This design comes from an exercise in tuning for small area and a short achievable clock period on the open sky130 flow, not from production work. In this exercise RTL edits were held to simulation tests only and were not proved equivalent to the original. Power figures rest on the tool's default switching activity, not on a simulated workload. The clock port is modelled as an ideal driver; clocking choices that lean on that would not hold on a real chip.

==> design.v <==
package wbPkg;
    localparam int dataWidth   = 64;           
    localparam int userWidth   = 1;            
    localparam int idWidth     = 4;            
    localparam int burstLength = 8;            
    localparam int bufferDepth = 8;            
    localparam int slotWidth    = $clog2(bufferDepth);         
    localparam int beatWidth    = $clog2(burstLength);         
    localparam int memAddrWidth = slotWidth + beatWidth;       
    localparam int windowWidth  = $clog2(bufferDepth + 1);
endpackage
`timescale 1ns/100ps
module writeBufferCtrl (
    input  logic                            clk,
    input  logic                            rst,
    input  logic [wbPkg::dataWidth-1:0]     writeData,
    input  logic [wbPkg::userWidth-1:0]     writeDataUser,
    input  logic [wbPkg::idWidth-1:0]       writeDataID,
    input  logic [wbPkg::burstLength-1:0]   writeDataStrb,
    input  logic                            writeDataLast,
    input  logic                            writeDataValid,
    input  logic                            writeDataACKReady,
    output logic                            writeDataACKValid,
    output logic [wbPkg::userWidth-1:0]     writeDataACKUser,
    output logic [wbPkg::idWidth-1:0]       writeDataACKID,
    output logic                            writeBufferFull,
    input  logic [wbPkg::idWidth-1:0]       writeBufferAllocID,
    input  logic [wbPkg::userWidth-1:0]     writeBufferAllocUser,
    input  logic                            writeBufferAllocValid,    
    output logic [wbPkg::windowWidth-1:0]   writeRequestWindow,
    input  logic                            phyWriteModeFIFOReady,
    input  logic                            writeModeACK,
    output logic [wbPkg::dataWidth-1:0]     readData,
    output logic                            readDataLast,
    output logic                            readDataValid,
    output logic                            readDataStrb
);
    localparam int N  = wbPkg::bufferDepth;
    localparam int L  = wbPkg::burstLength;
    localparam int DW = wbPkg::dataWidth;
    localparam int BW = wbPkg::beatWidth;
    logic [N-1:0]                       validVector;
    logic [N-1:0]                       issuedVector;
    logic                               full;         
    logic [N-1:0][wbPkg::idWidth-1:0]   entryID;
    logic [N-1:0][wbPkg::userWidth-1:0] entryUser;
    logic [N-1:0][L-1:0]                entryStrb;
    logic [BW-1:0]                      wrBeat;       
    logic [N-1:0]                       wrSel;        
    logic [BW-1:0]                      rdBeat;       
    logic [N-1:0]                       rdSel;        
    logic [N-1:0]                       rdIdle;       
    logic         accept, lastAccept;
    logic [N-1:0] allocOH;
    logic [BW-1:0] wrBeatNext;
    assign accept     = writeDataValid && (|wrSel);
    assign lastAccept = accept && writeDataLast;
    assign allocOH    = (writeDataValid && writeDataLast) ? wrSel : '0;
    assign wrBeatNext = !accept ? wrBeat : (writeDataLast ? '0 : wrBeat + 1'b1);
    assign writeBufferFull   = full;
    assign writeDataACKValid = writeDataValid && writeDataLast && writeDataACKReady && !full;
    assign writeDataACKID    = writeDataID;
    assign writeDataACKUser  = writeDataUser;
    always_ff @(posedge clk or negedge rst) begin
        if (!rst) begin
            writeRequestWindow <= '0;
        end else begin
            case ({lastAccept, writeModeACK})
                2'b10:   writeRequestWindow <= writeRequestWindow + 1'b1;
                2'b01:   writeRequestWindow <= writeRequestWindow - 1'b1;
                default: writeRequestWindow <= writeRequestWindow;
            endcase
        end
    end
    logic [N-1:0] issueCand, issueOH;
    always_comb begin
        for (int i = 0; i < N; i++)
            issueCand[i] = validVector[i] && !issuedVector[i]
                           && (entryID[i] == writeBufferAllocID)
                           && (entryUser[i] == writeBufferAllocUser);
    end
    always_comb begin
        issueOH = '0;
        for (int i = N - 1; i >= 0; i--)
            if (issueCand[i]) issueOH = N'(1) << i;
        if (!writeBufferAllocValid) issueOH = '0;
    end
    logic [N-1:0]  releaseOH;
    logic          readEnable, rdLast;
    logic [BW-1:0] rdBeatNext;
    assign readEnable = phyWriteModeFIFOReady && (|rdSel);
    assign rdLast     = (rdBeat == BW'(L - 1));
    assign releaseOH  = (readEnable && rdLast) ? rdSel : '0;
    assign rdBeatNext = readEnable ? rdBeat + 1'b1 : rdBeat;
    logic [N-1:0] validNext, issuedNext, freeNext, pickNext;
    assign validNext  = (validVector | allocOH) & ~releaseOH;
    assign issuedNext = (issuedVector | issueOH) & ~releaseOH;
    logic [N-1:0] pickFrom;
    assign pickFrom = (issuedVector & ~releaseOH)
                      | (writeBufferAllocValid ? issueCand : '0);
    always_comb begin
        freeNext = '0;
        pickNext = '0;
        for (int i = N - 1; i >= 0; i--) begin
            if (!validNext[i]) freeNext = N'(1) << i;
            if (pickFrom[i])   pickNext = N'(1) << i;
        end
    end
    always_ff @(posedge clk or negedge rst) begin
        if (!rst) begin
            validVector  <= '0;
            issuedVector <= '0;
            full         <= 1'b0;
            wrBeat       <= '0;
            wrSel        <= N'(1);
            rdBeat       <= '0;
            rdSel        <= '0;
            rdIdle       <= '1;
        end else begin
            validVector  <= validNext;
            issuedVector <= issuedNext;
            full         <= &validNext;
            wrBeat       <= wrBeatNext;
            if (wrBeatNext == '0) wrSel <= freeNext;
            rdBeat       <= rdBeatNext;
            if (rdBeatNext == '0) begin
                rdSel  <= pickNext;
                rdIdle <= ~pickNext;
            end
        end
    end
    always_ff @(posedge clk) begin
        for (int i = 0; i < N; i++) begin
            if (allocOH[i]) begin
                entryID[i]   <= writeDataID;
                entryUser[i] <= writeDataUser;
                entryStrb[i] <= writeDataStrb;
            end
        end
    end
    logic [N-1:0]    shift;
    logic [N*DW-1:0] slotHead;
    logic [N-1:0]    slotStrb;
    logic [DW-1:0]   headData;
    for (genvar i = 0; i < N; i++) begin : g_slot
        logic [L-1:0]    strbOf;
        logic [L*DW-1:0] store;      
        assign shift[i] = (writeDataValid && wrSel[i]) || (phyWriteModeFIFOReady && !rdIdle[i]);
        always_ff @(posedge clk) begin
            if (shift[i]) begin
                store <= {store[(L-1)*DW-1:0], writeData};
            end
        end
        assign strbOf                = entryStrb[i];
        assign slotHead[i*DW +: DW]  = {DW{rdSel[i]}} & store[L*DW-1 -: DW];
        assign slotStrb[i]           = rdSel[i] & strbOf[rdBeat];
    end
    always_comb begin
        headData = '0;
        for (int i = 0; i < N; i++)
            headData = headData | slotHead[i*DW +: DW];
    end
    always_ff @(posedge clk) begin
        readData <= headData;
    end
    always_ff @(posedge clk or negedge rst) begin
        if (!rst) begin
            readDataValid <= 1'b0;
            readDataLast  <= 1'b0;
            readDataStrb  <= 1'b0;
        end else begin
            readDataValid <= readEnable;
            readDataLast  <= readEnable && rdLast;
            readDataStrb  <= |slotStrb;
        end
    end
endmodule
==> flow/run.sh <==
#!/bin/bash
# Standard layout, with the clock tree built from clkbuf_16 only, in larger
# sink clusters and without dummy balancing loads; ports buffered with buf_2.
set -euo pipefail
export BUFFER_PORTS_ARGS="-buffer_cell sky130_fd_sc_hd__buf_2"
export CTS_ARGS="-sink_clustering_enable -repair_clock_nets -dont_use_dummy_load -sink_clustering_size 32 -sink_clustering_max_diameter 80 -buf_list sky130_fd_sc_hd__clkbuf_16 -root_buf sky130_fd_sc_hd__clkbuf_16"
bash standard.sh finish > make_finish.log 2>&1
==> standard.sh <==
#!/bin/bash
# synth_recipe.tcl (not shown) runs the flow's synth.tcl, then flattens the netlist and writes it again
# the make line also repeats each setting of config.mk as NAME=value (left out here)
make -C /OpenROAD-flow-scripts/flow DESIGN_CONFIG=/design/flow/config.mk WORK_HOME=/design/flow/orfs CLKGATE_MAP_FILE= SYNTH_SCRIPT=/design/flow/synth_recipe.tcl "${@:-finish}"
==> config.mk <==
export PLATFORM = sky130hd
export DESIGN_NAME = writeBufferCtrl
export DESIGN_NICKNAME = writeBufferCtrl
export VERILOG_FILES = /design/flow/design.v
export SDC_FILE = /design/flow/constraint.sdc
export NUM_CORES = 4
export LEC_CHECK = 0
export CAP_MARGIN = 20
export CORE_MARGIN = 2
export CORE_UTILIZATION = 60
export PLACE_DENSITY = 0.7
export SETUP_SLACK_MARGIN = 1.35
export SLEW_MARGIN = 20
==> constraint.sdc <==
create_clock -name core_clock -period 3.5 [get_ports {clk}]
set_input_delay 0.7000 -clock core_clock [delete_from_list [all_inputs] [get_ports {clk}]]
set_output_delay 0.7000 -clock core_clock [all_outputs]
set_load 0.01 [all_outputs]
==> results of run 1 <==
[registers in the layout, indices dropped and copies added (netlist names), 32 cells and up]
name / flops
g_slot.store: 4096
entryStrb: 64
entryID: 32
readData: 64
[kinds of logic (layout without fill, tap and decap cells)]
| logic type | Yosys count | in the layout | share of synthesized area [%] |
|---|---|---|---|
| adder cells (fa/ha/maj) | 7 | 7 | 0.0712 |
| buffers and inverters | 92 | 554 | 0.277 |
| other | 0 | 2 | 0 |
| flip-flops | 4318 | 4318 | 96.4 |
| AND/OR/NAND/NOR | 185 | 185 | 0.764 |
| XOR/XNOR | 44 | 44 | 0.288 |
| AO/OA/AOI/OAI | 319 | 319 | 1.78 |
| multiplexers | 39 | 39 | 0.463 |
[metal layers]
layer  up-vias  share of wire, %  GRT usage, %  wire (um)
met3       256               5.2          2.57      10200
met2      1159                48          27.4      95000
met1     24343                44          26.0      86800
met5         -             0.017             0         34
met4         6               2.1          4.20       4040
li1      21082                 -             -          -
[cells in the final DEF, fill, tap and decap left out, types with 16 or more instances in the layout]
cell and n:
a22oi_1 257, buf_12 61, buf_2 148, buf_4 147, buf_6 25, clkbuf_16 158
dfrtp_1 36, dfxtp_1 31, dfxtp_4 22, edfxtp_1 4200, mux2_2 17, mux4_2 16
nand2_1 45, nand4_1 73, nor2_1 17, xnor2_1 33
[stage by stage]
stage	instance area (um^2)	setup slack, ns
finish	145000	1.22
CTS	145000	1.16
global route	145000	1.14
detailed placement	140000	0.551
global placement	140000	0.639
floorplan	134000	-6.30
[cell type report]
type	instances	area, um^2
Sequential cell	4318	129000
Fill cell	13590	77000
Multi-Input combinational cell	594	4830
Clock buffer	158	3950
Tap cell	2975	3720
Timing Repair Buffer	385	3440
Inverter	11	41.3
Antenna cell	2	5.00
[timing repair]
action	in CTS	in global routing
pin swaps	12	18
endpoints found under the setup margin	105	30
hold endpoints to repair	22	0
buffers inserted	34	14
resized for setup	107	30
gates cloned	0	0
hold buffers	1	0
[power by group]
| group | leakage [nW] | switching [mW] | internal (mW) |
|---|---|---|---|
| Sequential | 39.7 | 2.86 | 69.4 |
| Combinational | 3.43 | 7.43 | 2.99 |
| Clock | 1.95 | 13.1 | 8.16 |
[path summary, 6_finish.rpt]
kind                                startpoint                   end  slack (ns)  cells after the start
max                                   rdSel[2]             rdIdle[7]        1.22                      7
min                             writeDataID[2]            entryID[6]        0.17                      1
min in group asynchronous                  rst       issuedVector[5]        0.51                      2
max in group asynchronous                  rst              wrSel[0]        2.21                      3
min reg2reg                g_slot[7].store[81]  g_slot[7].store[145]        0.34                      0
max reg2reg                           rdSel[2]             rdIdle[7]        1.22                      7
==> results.sh, run 1 <==
export IMPL_grt_pass1_wl_um=287000
export IMPL_endpoint_kind="flip-flop"
export IMPL_hold_viol_final=0
export IMPL_drive_gt1_share_pct=12.4
export IMPL_die_width_um=476
export IMPL_finalCritPeriodShare_pct=65.2
export IMPL_first_pass_iters=5
export IMPL_crit_family="simple AND/OR/NAND/NOR gates"
export IMPL_grt_max_degree=131
export IMPL_tightestPinTransition_ns=0.845
export IMPL_antenna_found_initial=13
export IMPL_overflow=0
export IMPL_place_hpwl_um=112000
export IMPL_fmax_mhz=438
export IMPL_ys_async_sr_fraction_pct=1.25
export IMPL_critPathMaxFanout=11
export IMPL_synth_seq_cells=4318
export IMPL_rsz0062_at_grt="yes"
export IMPL_rows=173
export IMPL_die_area_mm2=0.227
export IMPL_synth_fp_nets=5101
export IMPL_timing_hold_worst_class="input pin to flip-flop"
export IMPL_insertion_delay_ns=0.82
export IMPL_syn_inst=5004
export IMPL_dieHeight_um=476
export IMPL_required_ns=4.26
export IMPL_synth_flop_cell="edfxtp_1"
export IMPL_groute_usage_overall_pct=17.3
export IMPL_syn2layout_area_growth_pct=8.43
export IMPL_netlist_top_cells_area="edfxtp_1 94%, a22oi_1 1.5%, dfxtp_1 0.96%"
export IMPL_synth_top_cell_by_area="edfxtp_1"
export IMPL_fin_crit_ns=2.28
export IMPL_start_util_pct=60.2
export IMPL_path_class="flip-flop to flip-flop"
export IMPL_wire_per_inst_um=23.2
export IMPL_holdWs_ns=0.173
export IMPL_finalClockSkew_ns=0.0649
export IMPL_final_max_slew_viol_count=0
export IMPL_synth_edf_count=4200
export IMPL_syn_area_mm2=0.134
export IMPL_yosys_cell_types_count=53
export IMPL_clkTransAtPathRegs_ns=0.12
export IMPL_utilization_pct=65.3
export IMPL_leakage_nw=45.0
export IMPL_yosysTopAreaCellShare_pct=94.4
export IMPL_finalSetupTns_ns=0
export IMPL_ys_seq_area_share_pct=96.4
export IMPL_htreeDepth=4
export IMPL_core_area_mm2=0.222
export IMPL_first_global_vias=45205
export IMPL_clock_sinks=4318
export IMPL_slowest_delay_ns=0.43
export IMPL_worst_setup_path_start_kind="flip-flop"
export IMPL_drt_antenna_violating_nets=0
export IMPL_power_mw=104
export IMPL_cts_root_buf="clkbuf_16"
export IMPL_peakVddDrop_mv=0.438
export IMPL_yosysMostFrequentCell="edfxtp_1"
export IMPL_postSynthAreaPerCell_um2=26.7
export IMPL_placed_cells=8234
export IMPL_final_nets=5565
export IMPL_instances_no_fill=8443
export IMPL_setup_viol=0
export IMPL_io_buffers=167
export IMPL_crit_slowest_cell="dfrtp_4"
export IMPL_drtIter0Drc=4709
export IMPL_drc=0
export IMPL_crit_chain="buf_4 > nand3_1 > nand2_1 > o21ai_0 > nor2_1 > nand4_4 > o22a_1"
export IMPL_ctsLongestPathBuffers=3
export IMPL_cts_buffers=158
export IMPL_path_buf_inv=1
export IMPL_vias_per_cell=5.55
export IMPL_synth_warnings=1
export IMPL_vias=46846
export IMPL_maxSlewHeadroom_pct=43.7
export IMPL_cp_data_arrival_time_ns=3.04
export IMPL_powerDensity_mw_per_mm2=718
export IMPL_ioPinCount=168
export IMPL_routed_wl_um=196000
export IMPL_cts_tree="built"
export IMPL_ys_top_cells_by_count="4200 x edfxtp_1, 261 x a22oi_1, 73 x nand4_1, 64 x dfxtp_1, 57 x clkbuf_1"
export IMPL_gp_congestion=0.794
export IMPL_status="no timing/DRC/antenna violations"
export IMPL_drv_cap=0
==> run 2, diff against run 1 <==
--- a/config.mk
+++ b/config.mk
@@ -6,8 +6,8 @@
 export NUM_CORES = 4
 export LEC_CHECK = 0
-export CAP_MARGIN = 20
+export CAP_MARGIN = 10
 export CORE_MARGIN = 2
 export CORE_UTILIZATION = 60
 export PLACE_DENSITY = 0.7
-export SETUP_SLACK_MARGIN = 1.35
-export SLEW_MARGIN = 20
+export SETUP_SLACK_MARGIN = 1.2
+export SLEW_MARGIN = 10
==> results.sh, run 2 <==
export IMPL_status="no timing/DRC/antenna violations"
export IMPL_top_regs="g_slot.store (4096), entryStrb (64), readData (64)"
export IMPL_r2r_slack_ns=1.26
export IMPL_syn_inst=5004
export IMPL_die_area_mm2=0.227
export IMPL_reg2reg_to="readData[32]"
export IMPL_crit_slowest_cell="dfrtp_1"
export IMPL_required_ns=2.80
export IMPL_setup_viol=0
export IMPL_syn2layout_area_growth_pct=8.04
export IMPL_multi_input_area_mm2=0.00471
export IMPL_instances_no_fill=8422
export IMPL_htreeDepth=4
export IMPL_slowest_delay_ns=0.41
export IMPL_holdWs_ns=0.170
export IMPL_finalCritPeriodShare_pct=64.2
export IMPL_ys_top_cells_by_count="4200 x edfxtp_1, 261 x a22oi_1, 73 x nand4_1, 64 x dfxtp_1, 57 x clkbuf_1"
export IMPL_netlist_top_cells_area="edfxtp_1 94%, a22oi_1 1.5%, dfxtp_1 0.96%"
export IMPL_die_width_um=476
export IMPL_final_common_cell="edfxtp_1"
export IMPL_path_buf_inv=1
export IMPL_finalSetupTns_ns=0
export IMPL_first_pass_iters=5
export IMPL_powerDensity_mw_per_mm2=716
export IMPL_clock_sinks=4318
export IMPL_groute_usage_overall_pct=17.2
export IMPL_start_util_pct=60.2
export IMPL_drive_gt1_share_pct=11.3
export IMPL_cts_root_buf="clkbuf_16"
export IMPL_cts_tree="built"
export IMPL_overflow=0
export IMPL_worst_setup_path_start_kind="flip-flop"
export IMPL_place_hpwl_um=112000
export IMPL_rows=173
export IMPL_leakage_nw=44.9
export IMPL_ys_seq_area_share_pct=96.4
export IMPL_fin_ws_ns=1.25
export IMPL_dieHeight_um=476
export IMPL_yosysMostFrequentCell="edfxtp_1"
export IMPL_final_nets=5544
export IMPL_maxSlewHeadroom_pct=38.0
export IMPL_crit_family="flip-flops"
export IMPL_r2r_start="rdSel[1]"
export IMPL_wire_per_inst_um=23.1
export IMPL_tightestPinTransition_ns=0.930
export IMPL_hold_viol_final=0
export IMPL_postSynthAreaPerCell_um2=26.7
export IMPL_synth_edf_count=4200
export IMPL_ys_async_sr_fraction_pct=1.25
export IMPL_antenna_found_initial=15
export IMPL_drc=0
export IMPL_syn_area_mm2=0.134
export IMPL_cts_buffers=158
export IMPL_dpl_worst_slack_ns=0.551
export IMPL_vias_per_cell=5.53
export IMPL_synth_top_cell_by_area="edfxtp_1"
export IMPL_insertion_delay_ns=0.82
export IMPL_io_buffers=167
export IMPL_ctsLongestPathBuffers=3
export IMPL_cp_data_arrival_time_ns=1.55
export IMPL_synth_fp_nets=5101
export IMPL_regArea_mm2=0.129
export IMPL_finalClockSkew_ns=0.0649
export IMPL_synth_seq_cells=4318
export IMPL_utilization_pct=65.1
export IMPL_yosys_cell_types_count=53
export IMPL_vias=46536
export IMPL_endpoint_kind="output port"
export IMPL_drt_antenna_violating_nets=0
export IMPL_min_path_cells=1
export IMPL_synth_flop_cell="edfxtp_1"
export IMPL_fillers=13679
export IMPL_yosysTopAreaCellShare_pct=94.4
export IMPL_grt_max_degree=131
export IMPL_placed_cells=8234
export IMPL_fin_crit_ns=2.25
export IMPL_synth_warnings=1
export IMPL_fmax_mhz=445
export IMPL_largest_reg_flops=4096
export IMPL_drtIter0Drc=4644
export IMPL_core_area_mm2=0.222
export IMPL_timing_hold_worst_class="input pin to flip-flop"
export IMPL_largest_register="g_slot.store"
export IMPL_clkTransAtPathRegs_ns=0.11
export IMPL_critPathMaxFanout=2
export IMPL_crit_chain="and3b_1 > buf_2"
export IMPL_first_global_vias=45095
export IMPL_final_max_slew_viol_count=0
export IMPL_final_cell_mix="4200 x edfxtp_1, 260 x a22oi_1, 167 x buf_2, 158 x clkbuf_16, 131 x buf_4"
export IMPL_path_class="flip-flop to output port"
export IMPL_rsz0062_at_grt="yes"
export IMPL_grt_pass1_wl_um=286000
export IMPL_drv_cap=0
export IMPL_routed_wl_um=195000
export IMPL_min_to="g_slot[5].store[55]"
export IMPL_ioPinCount=168
export IMPL_ff2ff_path_depth=5
export IMPL_peakVddDrop_mv=0.438
export IMPL_hold_start="writeData[55]"
export IMPL_gp_congestion=0.794
run 2: cell counts after synthesis:
No cell type changed its count.
run 2: power by group:
| group | switching [mW] | internal (mW) |
|---|---|---|
| clock network | 13.1 | 8.16 |
| logic | 7.27 | 2.66 |
| registers | 2.84 | 69.4 |
| total | 23.2 | 80.2 |
run 2: worst max path at each step:
stage,from,end,slack (ns),cells after the start
6_report,full,writeDataACKValid,1.25,2
3_3_place_gp,phyWriteModeFIFOReady,g_slot[5].store[54],0.64,5
3_5_place_dp,phyWriteModeFIFOReady,g_slot[5].store[6],0.55,5
5_1_grt,wrSel[6],writeRequestWindow[3],1.11,10
2_1_floorplan,phyWriteModeFIFOReady,g_slot[0].store[0],-6.30,2
4_1_cts,full,writeDataACKValid,1.16,2
run 2: cells by family (layout without fill, tap and decap cells):
kind of cell	count (synthesis)	in the layout	synth area share, %
flip-flops	4318	4318	96.4
buffers and inverters	92	533	0.277
XOR/XNOR	44	44	0.288
AND/OR/NAND/NOR	185	185	0.764
multiplexers	39	39	0.463
other	0	2	0
AO/OA/AOI/OAI	319	319	1.78
adder cells (fa/ha/maj)	7	7	0.0712
run 2: what timing repair did:
item,CTS,global route
hold buffers,1,0
gates resized for setup,19,16
endpoints found under the setup margin,51,23
endpoints found under the hold margin,22,0
pin swaps,2,9
buffers inserted,21,6
run 2: per-stage QoR:
stage | cell area (um^2) | power (mW)
3_3_place_gp | 140000 | 82.3
2_1_floorplan | 134000 | 80.2
6_report | 144000 | 103
3_5_place_dp | 140000 | 83.3
5_1_grt | 144000 | 107
4_1_cts | 144000 | 104
run 2: cell type report:
type,count,area share (%)
inverter,11,0.0286
clock buffer,158,2.74
tap,2975,2.58
sequential,4318,89.2
multi-input combinational,594,3.26
antenna,2,0.00347
timing repair buffer,364,2.17
run 2: per-layer routing:
| layer | wire (um) | GRT usage [%] | vias to the layer above |
|---|---|---|---|
| li1 | - | - | 21022 |
| met1 | 86800 | 26.0 | 24211 |
| met2 | 94300 | 27.2 | 1063 |
| met3 | 9890 | 2.50 | 234 |
| met4 | 3740 | 4.16 | 6 |
| met5 | 34 | 0 | - |
==> run 3, diff against run 2 <==
--- a/config.mk
+++ b/config.mk
@@ -6,8 +6,8 @@
 export NUM_CORES = 4
 export LEC_CHECK = 0
-export CAP_MARGIN = 10
+export CAP_MARGIN = 20
 export CORE_MARGIN = 2
 export CORE_UTILIZATION = 60
 export PLACE_DENSITY = 0.7
 export SETUP_SLACK_MARGIN = 1.2
-export SLEW_MARGIN = 10
+export SLEW_MARGIN = 20
==> results.sh, run 3 <==
export IMPL_netlist_top_cells_area="edfxtp_1 94%, a22oi_1 1.5%, dfxtp_1 0.96%"
export IMPL_cts_buffers=158
export IMPL_cp_data_arrival_time_ns=1.55
export IMPL_maxSlewHeadroom_pct=38.0
export IMPL_vias=46536
export IMPL_peakVddDrop_mv=0.438
export IMPL_wire_per_inst_um=23.1
export IMPL_routed_wl_um=195000
export IMPL_gp_congestion=0.794
export IMPL_power_mw=103
export IMPL_path_class="flip-flop to output port"
export IMPL_powerDensity_mw_per_mm2=716
export IMPL_ioPinCount=168
export IMPL_timing_hold_worst_class="input pin to flip-flop"
export IMPL_tightestPinTransition_ns=0.930
export IMPL_final_max_slew_viol_count=0
export IMPL_antenna_found_initial=15
export IMPL_synth_seq_cells=4318
export IMPL_ys_async_sr_fraction_pct=1.25
export IMPL_hold_viol_final=0
export IMPL_final_common_cell="edfxtp_1"
export IMPL_first_global_vias=45095
export IMPL_synth_flop_cell="edfxtp_1"
export IMPL_placed_cells=8234
export IMPL_first_pass_iters=5
export IMPL_grt_max_degree=131
export IMPL_synth_warnings=1
export IMPL_vias_per_cell=5.53
export IMPL_rows=173
export IMPL_place_hpwl_um=112000
export IMPL_status="no timing/DRC/antenna violations"
export IMPL_rsz0062_at_grt="yes"
export IMPL_fmax_mhz=445
export IMPL_yosys_cell_types_count=53
export IMPL_instances_no_fill=8422
export IMPL_fin_ws_ns=1.25
export IMPL_ys_top_cells_by_count="4200 x edfxtp_1, 261 x a22oi_1, 73 x nand4_1, 64 x dfxtp_1, 57 x clkbuf_1"
export IMPL_final_cell_mix="4200 x edfxtp_1, 260 x a22oi_1, 167 x buf_2, 158 x clkbuf_16, 131 x buf_4"
export IMPL_syn2layout_area_growth_pct=8.04
export IMPL_ys_seq_area_share_pct=96.4
export IMPL_critPathMaxFanout=2
export IMPL_cts_root_buf="clkbuf_16"
export IMPL_postSynthAreaPerCell_um2=26.7
export IMPL_die_area_mm2=0.227
export IMPL_ctsLongestPathBuffers=3
export IMPL_drive_gt1_share_pct=11.3
export IMPL_overflow=0
export IMPL_clkTransAtPathRegs_ns=0.11
export IMPL_grt_pass1_wl_um=286000
export IMPL_setup_viol=0
export IMPL_die_width_um=476
export IMPL_worst_setup_path_start_kind="flip-flop"
export IMPL_insertion_delay_ns=0.82
export IMPL_leakage_nw=44.9
export IMPL_groute_usage_overall_pct=17.2
export IMPL_dieHeight_um=476
export IMPL_start_util_pct=60.2
export IMPL_synth_top_cell_by_area="edfxtp_1"
export IMPL_fin_crit_ns=2.25
export IMPL_yosysTopAreaCellShare_pct=94.4
export IMPL_synth_fp_nets=5101
export IMPL_core_area_mm2=0.222
export IMPL_finalCritPeriodShare_pct=64.2
export IMPL_finalSetupTns_ns=0
export IMPL_drc=0
export IMPL_syn_inst=5004
export IMPL_io_buffers=167
export IMPL_holdWs_ns=0.170
export IMPL_drtIter0Drc=4644
export IMPL_clock_sinks=4318
export IMPL_synth_edf_count=4200
export IMPL_largest_register="g_slot.store"
export IMPL_largest_reg_flops=4096
export IMPL_cts_tree="built"
export IMPL_yosysMostFrequentCell="edfxtp_1"
export IMPL_endpoint_kind="output port"
export IMPL_drv_cap=0
export IMPL_syn_area_mm2=0.134
export IMPL_dpl_worst_slack_ns=0.551
export IMPL_final_nets=5544
export IMPL_required_ns=2.80
export IMPL_htreeDepth=4
export IMPL_drt_antenna_violating_nets=0
export IMPL_finalClockSkew_ns=0.0649
export IMPL_top_regs="g_slot.store (4096), entryStrb (64), readData (64)"
## run 3: cell counts after synthesis
No cell type changed its count.
## run 3: what timing repair did
action / CTS / global route
hold endpoints to repair: 22 / 0
setup buffers: 21 / 6
hold buffers: 1 / 0
gates resized for setup: 19 / 16
setup endpoints to repair: 51 / 23
pin swaps: 2 / 9
## run 3: logic make-up after synthesis
group,Yosys count,share of synthesized area [%]
fa+ha+maj,7,0.0712
simple gates,185,0.764
mux,39,0.463
flops,4318,96.4
xor+xnor,44,0.288
buf+inv,92,0.277
compound gates,319,1.78
## run 3: routing by layer
| layer | global-route usage, % | up-vias | wire length, um |
|---|---|---|---|
| met4 | 4.16 | 6 | 3740 |
| li1 | - | 21022 | - |
| met2 | 27.2 | 1063 | 94300 |
| met1 | 26.0 | 24211 | 86800 |
| met3 | 2.50 | 234 | 9890 |
| met5 | 0 | - | 34 |
## run 3: power by group
group | switching [mW] | internal (mW) | leakage [nW] | total (mW)
Combinational | 7.27 | 2.66 | 3.27 | 9.93
Sequential | 2.84 | 69.4 | 39.7 | 72.2
Clock | 13.1 | 8.16 | 1.95 | 21.3
## run 3: per-stage QoR
stage	cell area [um^2]	utilization, %
2_1_floorplan	134000	-
5_1_grt	144000	65.1
3_3_place_gp	140000	63.1
4_1_cts	144000	65.0
3_5_place_dp	140000	63.1
6_report	144000	65.1
## run 3: worst max-delay path, stage by stage (launching register included)
cell	delay (ns)
dfrtp_1	0.41
and3b_1	0.21
buf_2	0.12
## run 3: area by class of cell
class | count | area (um^2)
inverters | 11 | 41.3
flip-flops and latches | 4318 | 129000
diodes | 2 | 5.00
well taps | 2975 | 3720
clock buffers | 158 | 3950
multi-input cells | 594 | 4710
repair buffers | 364 | 3140
fillers | 13679 | 77500
## run 3: worst paths after layout
path / slack (ns) / startpoint / end / cells after the start
min in group asynchronous: 0.51 / rst / issuedVector[5] / 2
min: 0.17 / writeData[55] / g_slot[5].store[55] / 1
max in group asynchronous: 2.20 / rst / wrSel[0] / 3
min reg2reg: 0.34 / g_slot[7].store[81] / g_slot[7].store[145] / 0
max: 1.25 / full / writeDataACKValid / 2
max reg2reg: 1.26 / rdSel[1] / readData[32] / 5
==> run 4, diff against run 3 <==
--- a/config.mk
+++ b/config.mk
@@ -8,6 +8,6 @@
 export CAP_MARGIN = 20
 export CORE_MARGIN = 2
-export CORE_UTILIZATION = 60
-export PLACE_DENSITY = 0.7
+export CORE_UTILIZATION = 63
+export PLACE_DENSITY = 0.72
 export SETUP_SLACK_MARGIN = 1.2
 export SLEW_MARGIN = 20
==> results.sh, run 4 <==
export IMPL_status="no timing/DRC/antenna violations"
export IMPL_timing_hold_worst_class="input pin to flip-flop"
export IMPL_crit_start="full"
export IMPL_ys_top_cells_by_count="4200 x edfxtp_1, 261 x a22oi_1, 73 x nand4_1, 64 x dfxtp_1, 57 x clkbuf_1"
export IMPL_endpoint_kind="output port"
export IMPL_worst_setup_path_start_kind="flip-flop"
export IMPL_r2r_start="rdSel[5]"
export IMPL_cts_buffers=159
export IMPL_synth_top_cell_by_area="edfxtp_1"
export IMPL_p_sw_share_pct=22.4
export IMPL_synth_seq_cells=4318
export IMPL_syn_inst=5004
export IMPL_r2r_slack_ns=1.22
export IMPL_min_path_cells=1
export IMPL_placed_cells=8090
export IMPL_vias=46500
export IMPL_final_cell_mix="4200 x edfxtp_1, 260 x a22oi_1, 167 x buf_2, 159 x clkbuf_16, 131 x buf_4"
export IMPL_final_max_slew_viol_count=0
export IMPL_insertion_delay_ns=0.86
export IMPL_required_ns=2.80
export IMPL_cts_root_buf="clkbuf_16"
export IMPL_yosysTopAreaCellShare_pct=94.4
export IMPL_dieHeight_um=465
export IMPL_reg2reg_to="readData[54]"
export IMPL_ioPinCount=168
export IMPL_first_pass_iters=5
export IMPL_finalSetupTns_ns=0
export IMPL_combPwrFrac_pct=9.7
export IMPL_postSynthAreaPerCell_um2=26.7
export IMPL_antenna_found_initial=13
export IMPL_overflow=0
export IMPL_rsz0062_at_grt="yes"
export IMPL_critPathMaxFanout=2
export IMPL_gp_congestion=0.833
export IMPL_drt_antenna_violating_nets=0
export IMPL_top_regs="g_slot.store (4096), entryStrb (64), readData (64)"
export IMPL_design_area_mm2=0.144
export IMPL_instances_no_fill=8275
export IMPL_rows=169
export IMPL_synth_warnings=1
export IMPL_ctsLongestPathBuffers=3
export IMPL_syn2layout_area_growth_pct=7.98
export IMPL_path_class="flip-flop to output port"
export IMPL_routed_wl_um=193000
export IMPL_groute_usage_overall_pct=17.9
export IMPL_die_width_um=465
export IMPL_netlist_top_cells_area="edfxtp_1 94%, a22oi_1 1.5%, dfxtp_1 0.96%"
export IMPL_yosysMostFrequentCell="edfxtp_1"
export IMPL_setup_viol=0
export IMPL_fin_crit_ns=2.29
export IMPL_place_hpwl_um=111000
export IMPL_ys_async_sr_fraction_pct=1.25
export IMPL_cp_data_arrival_time_ns=1.59
export IMPL_clkTransAtPathRegs_ns=0.11
export IMPL_start_util_pct=63.2
export IMPL_synth_edf_count=4200
export IMPL_yosys_cell_types_count=53
export IMPL_clock_sinks=4318
export IMPL_syn_area_mm2=0.134
export IMPL_maxSlewHeadroom_pct=21.7
export IMPL_ff2ff_path_depth=4
export IMPL_final_nets=5547
export IMPL_htreeDepth=4
export IMPL_pwr_share_clk_pct=20.5
export IMPL_place_area_mm2=0.140
export IMPL_largest_reg_flops=4096
export IMPL_leakage_nw=44.9
export IMPL_vias_per_cell=5.62
export IMPL_core_area_mm2=0.211
export IMPL_synth_flop_cell="edfxtp_1"
export IMPL_drtIter0Drc=4681
export IMPL_first_global_vias=45806
export IMPL_synth_fp_nets=5101
export IMPL_powerDensity_mw_per_mm2=718
export IMPL_finalClockSkew_ns=0.0751
export IMPL_grt_pass1_wl_um=285000
export IMPL_ys_seq_area_share_pct=96.4
export IMPL_io_buffers=167
export IMPL_peakVddDrop_mv=0.625
export IMPL_p_int_mw=80.4
export IMPL_hold_start="writeDataID[2]"
export IMPL_wire_per_inst_um=23.3
export IMPL_power_switching_mw=23.2
export IMPL_drive_gt1_share_pct=11.5
export IMPL_endpoint="writeDataACKValid"
export IMPL_tightestPinTransition_ns=1.17
export IMPL_grt_max_degree=105
export IMPL_fmax_mhz=437
export IMPL_power_frac_seq_pct=69.8
export IMPL_utilization_pct=68.2
export IMPL_drv_cap=0
export IMPL_die_area_mm2=0.216
export IMPL_cts_tree="built"
export IMPL_hold_viol_final=0
export IMPL_finalCritPeriodShare_pct=65.3
export IMPL_holdWs_ns=0.149
export IMPL_drc=0
export IMPL_largest_register="g_slot.store"
export IMPL_final_common_cell="edfxtp_1"
## run 4: kinds of logic (layout without fill, tap and decap cells)
family,Yosys count,in the layout,synth area share [%]
adder cells (fa/ha/maj),7,7,0.0712
XOR/XNOR,44,44,0.288
flip-flops,4318,4318,96.4
other,0,6,0
AO/OA/AOI/OAI,319,319,1.78
buffers and inverters,92,536,0.277
AND/OR/NAND/NOR,185,185,0.764
multiplexers,39,39,0.463
## run 4: cell type report
type                       count  area [um^2]
antenna                        6         15.0
clock buffer                 159         3980
fill                       12285        67200
inverter                      11         41.3
multi-input combinational    594         4750
sequential                  4318       129000
tap                         2821         3530
timing repair buffer         366         3160
## run 4: worst min path at each step
stage | end | slack [ns]
floorplan | full | 0.40
global placement | g_slot[4].store[122] | 0.40
detailed placement | g_slot[0].store[132] | 0.40
CTS | entryID[26] | 0.07
global route | g_slot[7].store[45] | 0.11
finish | entryID[10] | 0.15
## run 4: power groups by stage
stage | combinational [mW] | sequential, mW | clock [mW]
finish | 10.0 | 72.3 | 21.2
floorplan | 5.18 | 75.0 | 0
detailed placement | 9.82 | 73.6 | 0
global route | 10.9 | 73.2 | 23.5
global placement | 9.42 | 73.0 | 0
CTS | 10.0 | 72.5 | 22.0
## run 4: repair_timing
action                                  CTS  global route
hold buffers                              1             0
endpoints found under the hold margin    19             0
buffers inserted                         10             9
gates resized for setup                  30            21
endpoints found under the setup margin   50            19
pin swaps                                10            15
## run 4: layer usage
layer / wire, um / GRT usage, % / vias up
met5: 21 / 0 / -
met4: 3800 / 4.31 / 4
met3: 10300 / 2.83 / 236
met2: 93500 / 28.6 / 1097
met1: 85000 / 26.7 / 24154
li1: - / - / 21009
## run 4: worst max-delay path: stages, from the launching register on
cell	delay, ns
dfrtp_1	0.43
and3b_1	0.22
buf_2	0.12
## run 4: through the flow
step | setup WS (ns) | power, mW
after floorplan | -6.30 | 80.2
after global placement | 0.651 | 82.4
after detailed placement | 0.584 | 83.4
after CTS | 1.12 | 105
after global routing | 1.14 | 108
final | 1.21 | 104
==> run 5, diff against run 4 <==
==> flow/run.sh (replaced) <==
#!/bin/bash
# Standard layout, with the clock tree built from clkbuf_16 only, in larger
# sink clusters and without dummy balancing loads; ports buffered with buf_2.
set -euo pipefail
export BUFFER_PORTS_ARGS="-buffer_cell sky130_fd_sc_hd__buf_2"
export CTS_ARGS="-sink_clustering_enable -repair_clock_nets -dont_use_dummy_load -sink_clustering_size 28 -sink_clustering_max_diameter 60 -buf_list sky130_fd_sc_hd__clkbuf_16 -root_buf sky130_fd_sc_hd__clkbuf_16"
bash standard.sh finish > make_finish.log 2>&1
--- a/config.mk
+++ b/config.mk
@@ -8,6 +8,6 @@
 export CAP_MARGIN = 20
 export CORE_MARGIN = 2
-export CORE_UTILIZATION = 63
-export PLACE_DENSITY = 0.72
-export SETUP_SLACK_MARGIN = 1.2
+export CORE_UTILIZATION = 67
+export PLACE_DENSITY = 0.75
+export SETUP_SLACK_MARGIN = 1.35
 export SLEW_MARGIN = 20
==> results.sh, run 5 <==
export IMPL_status="no timing/DRC/antenna violations"
export IMPL_yosysMostFrequentCell="edfxtp_1"
export IMPL_fillers=10121
export IMPL_crit_family="compound AO/OA/AOI/OAI gates"
export IMPL_grt_max_degree=121
export IMPL_start_util_pct=67.5
export IMPL_maxSlewHeadroom_pct=35.2
export IMPL_drive_gt1_share_pct=12.8
export IMPL_die_width_um=451
export IMPL_drtIter0Drc=5626
export IMPL_ys_seq_area_share_pct=96.4
export IMPL_finalClockSkew_ns=0.0674
export IMPL_endpoint_kind="flip-flop"
export IMPL_timing_hold_worst_class="input pin to flip-flop"
export IMPL_final_cell_mix="4200 x edfxtp_1, 260 x a22oi_1, 199 x clkbuf_16, 143 x buf_2, 114 x buf_4"
export IMPL_vias=48594
export IMPL_cts_buffers=199
export IMPL_leakage_nw=45.5
export IMPL_hold_viol_final=0
export IMPL_syn_inst=5004
export IMPL_htreeDepth=4
export IMPL_synth_flop_cell="edfxtp_1"
export IMPL_ff2ff_path_depth=8
export IMPL_vias_per_cell=5.98
export IMPL_top_regs="g_slot.store (4096), entryStrb (64), readData (64)"
export IMPL_final_common_cell="edfxtp_1"
export IMPL_insertion_delay_ns=0.87
export IMPL_netlist_top_cells_area="edfxtp_1 94%, a22oi_1 1.5%, dfxtp_1 0.96%"
export IMPL_synth_edf_count=4200
export IMPL_power_mw=108
export IMPL_synth_seq_cells=4318
export IMPL_clkTransAtPathRegs_ns=0.10
export IMPL_syn_area_mm2=0.134
export IMPL_tightestPinTransition_ns=0.972
export IMPL_postSynthAreaPerCell_um2=26.7
export IMPL_synth_top_cell_by_area="edfxtp_1"
export IMPL_first_global_vias=49205
export IMPL_drv_cap=0
export IMPL_required_ns=4.25
export IMPL_place_hpwl_um=116000
export IMPL_yosysTopAreaCellShare_pct=94.4
export IMPL_final_max_slew_viol_count=0
export IMPL_cp_data_arrival_time_ns=3.05
export IMPL_groute_usage_overall_pct=22.5
export IMPL_r2r_start="rdSel[0]"
export IMPL_combPwrFrac_pct=10.0
export IMPL_slowest_delay_ns=0.56
export IMPL_critPathMaxFanout=2
export IMPL_fin_crit_ns=2.30
export IMPL_core_area_mm2=0.198
export IMPL_gp_congestion=0.807
export IMPL_antenna_found_initial=14
export IMPL_routed_wl_um=226000
export IMPL_p_int_mw=82.7
export IMPL_largest_register="g_slot.store"
export IMPL_power_frac_seq_pct=67.7
export IMPL_drc=0
export IMPL_ys_async_sr_fraction_pct=1.25
export IMPL_drt_antenna_violating_nets=0
export IMPL_ioPinCount=168
export IMPL_regArea_mm2=0.129
export IMPL_path_buf_inv=2
export IMPL_dieHeight_um=451
export IMPL_cts_tree="built"
export IMPL_min_to="entryUser[2]"
export IMPL_hold_start="writeDataUser[0]"
export IMPL_path_class="flip-flop to flip-flop"
export IMPL_first_pass_iters=5
export IMPL_overflow=0
export IMPL_multi_input_area_mm2=0.00483
export IMPL_ctsLongestPathBuffers=3
export IMPL_min_path_cells=1
export IMPL_setup_viol=0
export IMPL_synth_warnings=1
export IMPL_die_area_mm2=0.203
export IMPL_finalSetupTns_ns=0
export IMPL_worst_setup_path_start_kind="flip-flop"
export IMPL_rows=163
export IMPL_crit_chain="or4_4 > o21ai_4 > mux2i_4 > a221oi_4 > buf_4 > buf_6 > nand3_2 > o22a_1"
export IMPL_largest_reg_flops=4096
export IMPL_powerDensity_mw_per_mm2=741
export IMPL_clock_sinks=4318
export IMPL_p_sw_share_pct=23.3
export IMPL_reg2reg_to="rdIdle[4]"
export IMPL_fmax_mhz=435
export IMPL_r2r_slack_ns=1.20
export IMPL_final_nets=5585
export IMPL_io_buffers=167
export IMPL_finalCritPeriodShare_pct=65.6
export IMPL_wire_per_inst_um=27.7
export IMPL_syn2layout_area_growth_pct=8.85
export IMPL_cts_root_buf="clkbuf_16"
export IMPL_ys_top_cells_by_count="4200 x edfxtp_1, 261 x a22oi_1, 73 x nand4_1, 64 x dfxtp_1, 57 x clkbuf_1"
export IMPL_yosys_cell_types_count=53
export IMPL_crit_slowest_cell="or4_4"
export IMPL_pwr_share_clk_pct=22.4
export IMPL_peakVddDrop_mv=0.622
export IMPL_power_switching_mw=25.2
export IMPL_rsz0062_at_grt="yes"
export IMPL_grt_pass1_wl_um=330000
export IMPL_synth_fp_nets=5101
==> run 5: cell types whose count changed in the layout (fill, tap and decap cells not counted), moves of 17 or more <==
| cell | previous run | this run |
|---|---|---|
| buf_2 | 167 | 143 |
| buf_4 | 131 | 114 |
| buf_6 | 1 | 30 |
| clkbuf_16 | 159 | 199 |
| dfxtp_1 | 50 | 25 |
| dfxtp_4 | 0 | 18 |
==> run 5: metal layers <==
metal | part of all wire [%] | vias up | GRT usage [%] | wire length [um]
met5 | 0.0080 | - | 0 | 18
met4 | 2.3 | 2 | 5.46 | 5110
met3 | 6.1 | 357 | 3.00 | 13800
met2 | 52 | 1787 | 38.3 | 118000
met1 | 39 | 25347 | 31.8 | 89000
li1 | - | 21101 | - | -
==> run 5: layout make-up <==
type,instances,area share [%]
Inverter,11,0.0284
Timing Repair Buffer,363,2.34
Tap cell,2640,2.27
Multi-Input combinational cell,595,3.32
Antenna cell,2,0.00344
Clock buffer,199,3.42
Sequential cell,4318,88.6
==> run 5: timing repair <==
item,4_1_cts,5_1_grt
gates resized for setup,123,26
cloned,0,1
pin swaps,16,7
endpoints found under the setup margin,126,158
endpoints found under the hold margin,25,0
hold buffers,1,0
buffers inserted,22,9
==> run 5: cells by family after synthesis <==
group,Yosys count,synth area share [%]
and+or+nand+nor,185,0.764
adders and majority gates,7,0.0712
muxes,39,0.463
buffers and inverters,92,0.277
xor gates and xnor gates,44,0.288
DFF,4318,96.4
AOI/OAI and AO/OA,319,1.78
==> run 5: worst max path at each step <==
stage	startpoint	to	slack (ns)	cells past startpoint
finish	rdSel[0]	rdIdle[4]	1.20	8
global route	rdBeat[0]	rdIdle[5]	1.15	8
CTS	full	writeDataACKValid	1.18	2
floorplan	phyWriteModeFIFOReady	g_slot[0].store[0]	-6.30	2
global placement	phyWriteModeFIFOReady	g_slot[7].store[0]	0.54	5
detailed placement	phyWriteModeFIFOReady	g_slot[7].store[0]	0.52	5
==> run 5: power groups by stage <==
| stage | clock network [mW] | registers (mW) | logic (mW) |
|---|---|---|---|
| 2_1_floorplan | 0 | 75.0 | 5.18 |
| 3_3_place_gp | 0 | 73.1 | 9.26 |
| 3_5_place_dp | 0 | 73.7 | 9.71 |
| 4_1_cts | 24.7 | 73.1 | 10.6 |
| 5_1_grt | 26.1 | 73.8 | 11.5 |
| 6_report | 24.1 | 73.0 | 10.7 |
==> run 5: per-stage QoR <==
stage	std cells	area, um^2	setup slack, ns	utilization (%)	hold WS [ns]
2_1_floorplan	5004	134000	-6.30	-	0.400
3_3_place_gp	7894	140000	0.542	70.6	0.400
3_5_place_dp	7894	140000	0.516	70.6	0.405
4_1_cts	8116	145000	1.18	73.4	0.0687
5_1_grt	8127	145000	1.15	73.5	0.132
6_report	8128	145000	1.20	73.5	0.141
==> run 6, diff against run 5 <==
==> flow/run.sh (replaced) <==
#!/bin/bash
# Standard layout, with the clock tree built from clkbuf_16 only, in larger
# sink clusters and without dummy balancing loads; ports buffered with buf_2.
set -euo pipefail
export BUFFER_PORTS_ARGS="-buffer_cell sky130_fd_sc_hd__buf_2"
export CTS_ARGS="-sink_clustering_enable -repair_clock_nets -dont_use_dummy_load -sink_clustering_size 32 -sink_clustering_max_diameter 60 -buf_list sky130_fd_sc_hd__clkbuf_16 -root_buf sky130_fd_sc_hd__clkbuf_16"
bash standard.sh finish > make_finish.log 2>&1
--- a/config.mk
+++ b/config.mk
@@ -8,6 +8,6 @@
 export CAP_MARGIN = 20
 export CORE_MARGIN = 2
-export CORE_UTILIZATION = 67
-export PLACE_DENSITY = 0.75
-export SETUP_SLACK_MARGIN = 1.35
+export CORE_UTILIZATION = 60
+export PLACE_DENSITY = 0.7
+export SETUP_SLACK_MARGIN = 1.2
 export SLEW_MARGIN = 20
==> results.sh, run 6 <==
export IMPL_path_class="flip-flop to output port"
export IMPL_hold_viol_final=0
export IMPL_cts_root_buf="clkbuf_16"
export IMPL_synth_simple_gate_area_share_pct=0.764
export IMPL_first_pass_iters=5
export IMPL_final_nets=5581
export IMPL_yosys_cell_types_count=53
export IMPL_core_area_mm2=0.222
export IMPL_placed_cells=8234
export IMPL_cts_buffers=194
export IMPL_synth_xor_area_share_pct=0.288
export IMPL_dpl_worst_slack_ns=0.551
export IMPL_gp_congestion=0.794
export IMPL_critPathMaxFanout=2
export IMPL_timing_hold_worst_class="input pin to flip-flop"
export IMPL_peakVddDrop_mv=0.589
export IMPL_start_util_pct=60.2
export IMPL_clock_sinks=4318
export IMPL_top_regs="g_slot.store (4096), entryStrb (64), readData (64)"
export IMPL_antenna_found_initial=13
export IMPL_fmax_mhz=440
export IMPL_die_area_mm2=0.227
export IMPL_synth_seq_cells=4318
export IMPL_tightestPinTransition_ns=1.08
export IMPL_overflow=0
export IMPL_largest_reg_flops=4096
export IMPL_synth_edf_count=4200
export IMPL_rows=173
export IMPL_drive_gt1_share_pct=11.9
export IMPL_wire_per_inst_um=23.2
export IMPL_leakage_nw=45.3
export IMPL_final_cell_mix="4200 x edfxtp_1, 260 x a22oi_1, 194 x clkbuf_16, 167 x buf_2, 134 x buf_4"
export IMPL_synth_top_cell_by_area="edfxtp_1"
export IMPL_instances_no_fill=8460
export IMPL_ctsLongestPathBuffers=3
export IMPL_synth_flop_cell="edfxtp_1"
export IMPL_syn_area_mm2=0.134
export IMPL_yosysMostFrequentCell="edfxtp_1"
export IMPL_endpoint_kind="output port"
export IMPL_power_mw=106
export IMPL_synth_warnings=1
export IMPL_first_global_vias=45356
export IMPL_synthAdderAreaFrac_pct=0.0712
export IMPL_final_common_cell="edfxtp_1"
export IMPL_dieHeight_um=476
export IMPL_drv_cap=0
export IMPL_drtIter0Drc=4772
export IMPL_vias=46937
export IMPL_postSynthAreaPerCell_um2=26.7
export IMPL_synth_fp_nets=5101
export IMPL_vias_per_cell=5.55
export IMPL_ys_async_sr_fraction_pct=1.25
export IMPL_synth_compound_area_share_pct=1.78
export IMPL_groute_usage_overall_pct=17.3
export IMPL_rsz0062_at_grt="yes"
export IMPL_finalClockSkew_ns=0.0845
export IMPL_clkTransAtPathRegs_ns=0.10
export IMPL_finalSetupTns_ns=0
export IMPL_netlist_top_cells_area="edfxtp_1 94%, a22oi_1 1.5%, dfxtp_1 0.96%"
export IMPL_ioPinCount=168
export IMPL_utilization_pct=65.5
export IMPL_htreeDepth=4
export IMPL_synth_top_family_by_area="compound AO/OA/AOI/OAI gates"
export IMPL_grt_pass1_wl_um=287000
export IMPL_place_hpwl_um=112000
export IMPL_io_buffers=167
export IMPL_final_max_slew_viol_count=0
export IMPL_insertion_delay_ns=0.87
export IMPL_required_ns=2.80
export IMPL_syn_inst=5004
export IMPL_ys_top_cells_by_count="4200 x edfxtp_1, 261 x a22oi_1, 73 x nand4_1, 64 x dfxtp_1, 57 x clkbuf_1"
export IMPL_die_width_um=476
export IMPL_largest_register="g_slot.store"
export IMPL_finalCritPeriodShare_pct=65.0
export IMPL_ys_seq_area_share_pct=96.4
export IMPL_routed_wl_um=196000
export IMPL_syn2layout_area_growth_pct=8.70
export IMPL_cts_tree="built"
export IMPL_drt_antenna_violating_nets=0
export IMPL_fin_ws_ns=1.23
export IMPL_place_area_mm2=0.140
export IMPL_grt_max_degree=131
export IMPL_design_area_mm2=0.145
export IMPL_powerDensity_mw_per_mm2=727
export IMPL_cp_data_arrival_time_ns=1.57
export IMPL_holdWs_ns=0.142
export IMPL_drc=0
export IMPL_setup_viol=0
export IMPL_synth_area_mux_share_pct=0.463
export IMPL_worst_setup_path_start_kind="flip-flop"
export IMPL_status="no timing/DRC/antenna violations"
export IMPL_maxSlewHeadroom_pct=28.0
export IMPL_yosysTopAreaCellShare_pct=94.4
export IMPL_fin_crit_ns=2.27
export IMPL_fillers=13578
[run 6: cell counts after synthesis]
No cell type changed its count.
[run 6: what timing repair did]
item	4_1_cts	5_1_grt
hold buffers	1	0
setup buffers	21	7
pin swaps	2	6
gates resized for setup	22	14
endpoints found under the hold margin	22	0
endpoints found under the setup margin	57	22
gates cloned	0	0
[run 6: worst max-delay path, cell delays in order, from the launching register on]
cell,delay (ns)
dfrtp_1,0.41
and3b_1,0.21
buf_2,0.12
[run 6: logic make-up after synthesis]
group	after synthesis
DFF	4318
AOI/OAI and AO/OA	319
and+or+nand+nor	185
buffers and inverters	92
xor gates and xnor gates	44
muxes	39
adders and majority gates	7
[run 6: area by class of cell]
cell class | instances | area [um^2] | share of cell area, %
antenna | 3 | 7.51 | 0.00517
multi-input combinational | 594 | 4700 | 3.23
sequential | 4318 | 129000 | 88.7
timing repair buffer | 365 | 3120 | 2.15
clock buffer | 194 | 4850 | 3.34
inverter | 11 | 41.3 | 0.0284
tap | 2975 | 3720 | 2.56
[run 6: layer usage]
metal / GRT usage (%) / vias up / share of wire [%]
li1: - / 21100 / -
met5: 0 / - / 0.022
met2: 27.3 / 1164 / 48
met3: 2.62 / 271 / 5.4
met4: 4.47 / 8 / 2.0
met1: 26.1 / 24394 / 44
[run 6: final timing paths]
path / cells past startpoint / endpoint / startpoint / slack [ns]
worst max-delay path: 2 / writeDataACKValid / full / 1.23
worst min-delay path: 1 / g_slot[5].store[12] / writeData[12] / 0.14
worst max register to register: 5 / readData[32] / rdSel[4] / 1.25
worst min register to register: 0 / g_slot[2].store[358] / g_slot[2].store[294] / 0.35
max in group asynchronous: 3 / wrSel[0] / rst / 2.24
min in group asynchronous: 2 / writeRequestWindow[1] / rst / 0.48
[run 6: power by group]
| group | total (mW) | internal, mW | switching, mW |
|---|---|---|---|
| clock network | 23.3 | 9.87 | 13.5 |
| registers | 72.2 | 69.4 | 2.85 |
| logic | 9.96 | 2.66 | 7.30 |
| total | 106 | 81.9 | 23.6 |

-- what the ideal ports hide --
In the flow no input, the clock included, has a driving cell. The finished layouts below were timed again as built, in two steps.
Step 1 assumes that a clkbuf_16 drives the clock port and a buf_2 every other input.
Step 2 also shifts input and output timing later by t, the mid clock arrival at the registers, as if the neighbouring blocks saw the same clock.
Slacks: ideal / step 1 / step 2; pairs: ideal / step 1.
| run | shift t [ns] | setup slack, ns | clock arrival spread, ns | slew at the worst register clock pin (ns) | cell pins on the clock port's net |
|---|---|---|---|---|---|
| run 1 | 0.889 | 1.219 / 1.167 / 0.468 | 0.099 / 0.099 | 0.12 / 0.12 | 1 |
| run 2 | 0.891 | 1.253 / 1.171 / 0.527 | 0.101 / 0.101 | 0.12 / 0.12 | 1 |
| run 3 | 0.891 | 1.253 / 1.171 / 0.527 | 0.101 / 0.101 | 0.12 / 0.12 | 1 |
| run 4 | 0.914 | 1.213 / 1.122 / 0.461 | 0.086 / 0.086 | 0.11 / 0.11 | 1 |
| run 5 | 0.913 | 1.203 / 1.167 / 0.470 | 0.098 / 0.098 | 0.12 / 0.12 | 1 |
| run 6 | 0.923 | 1.227 / 1.136 / 0.483 | 0.123 / 0.122 | 0.11 / 0.11 | 1 |
After both steps setup and hold are still met in every run listed. The setup slack of run 4, which loses most, moves by -0.091 ns with the drivers and by -0.752 ns with both steps.
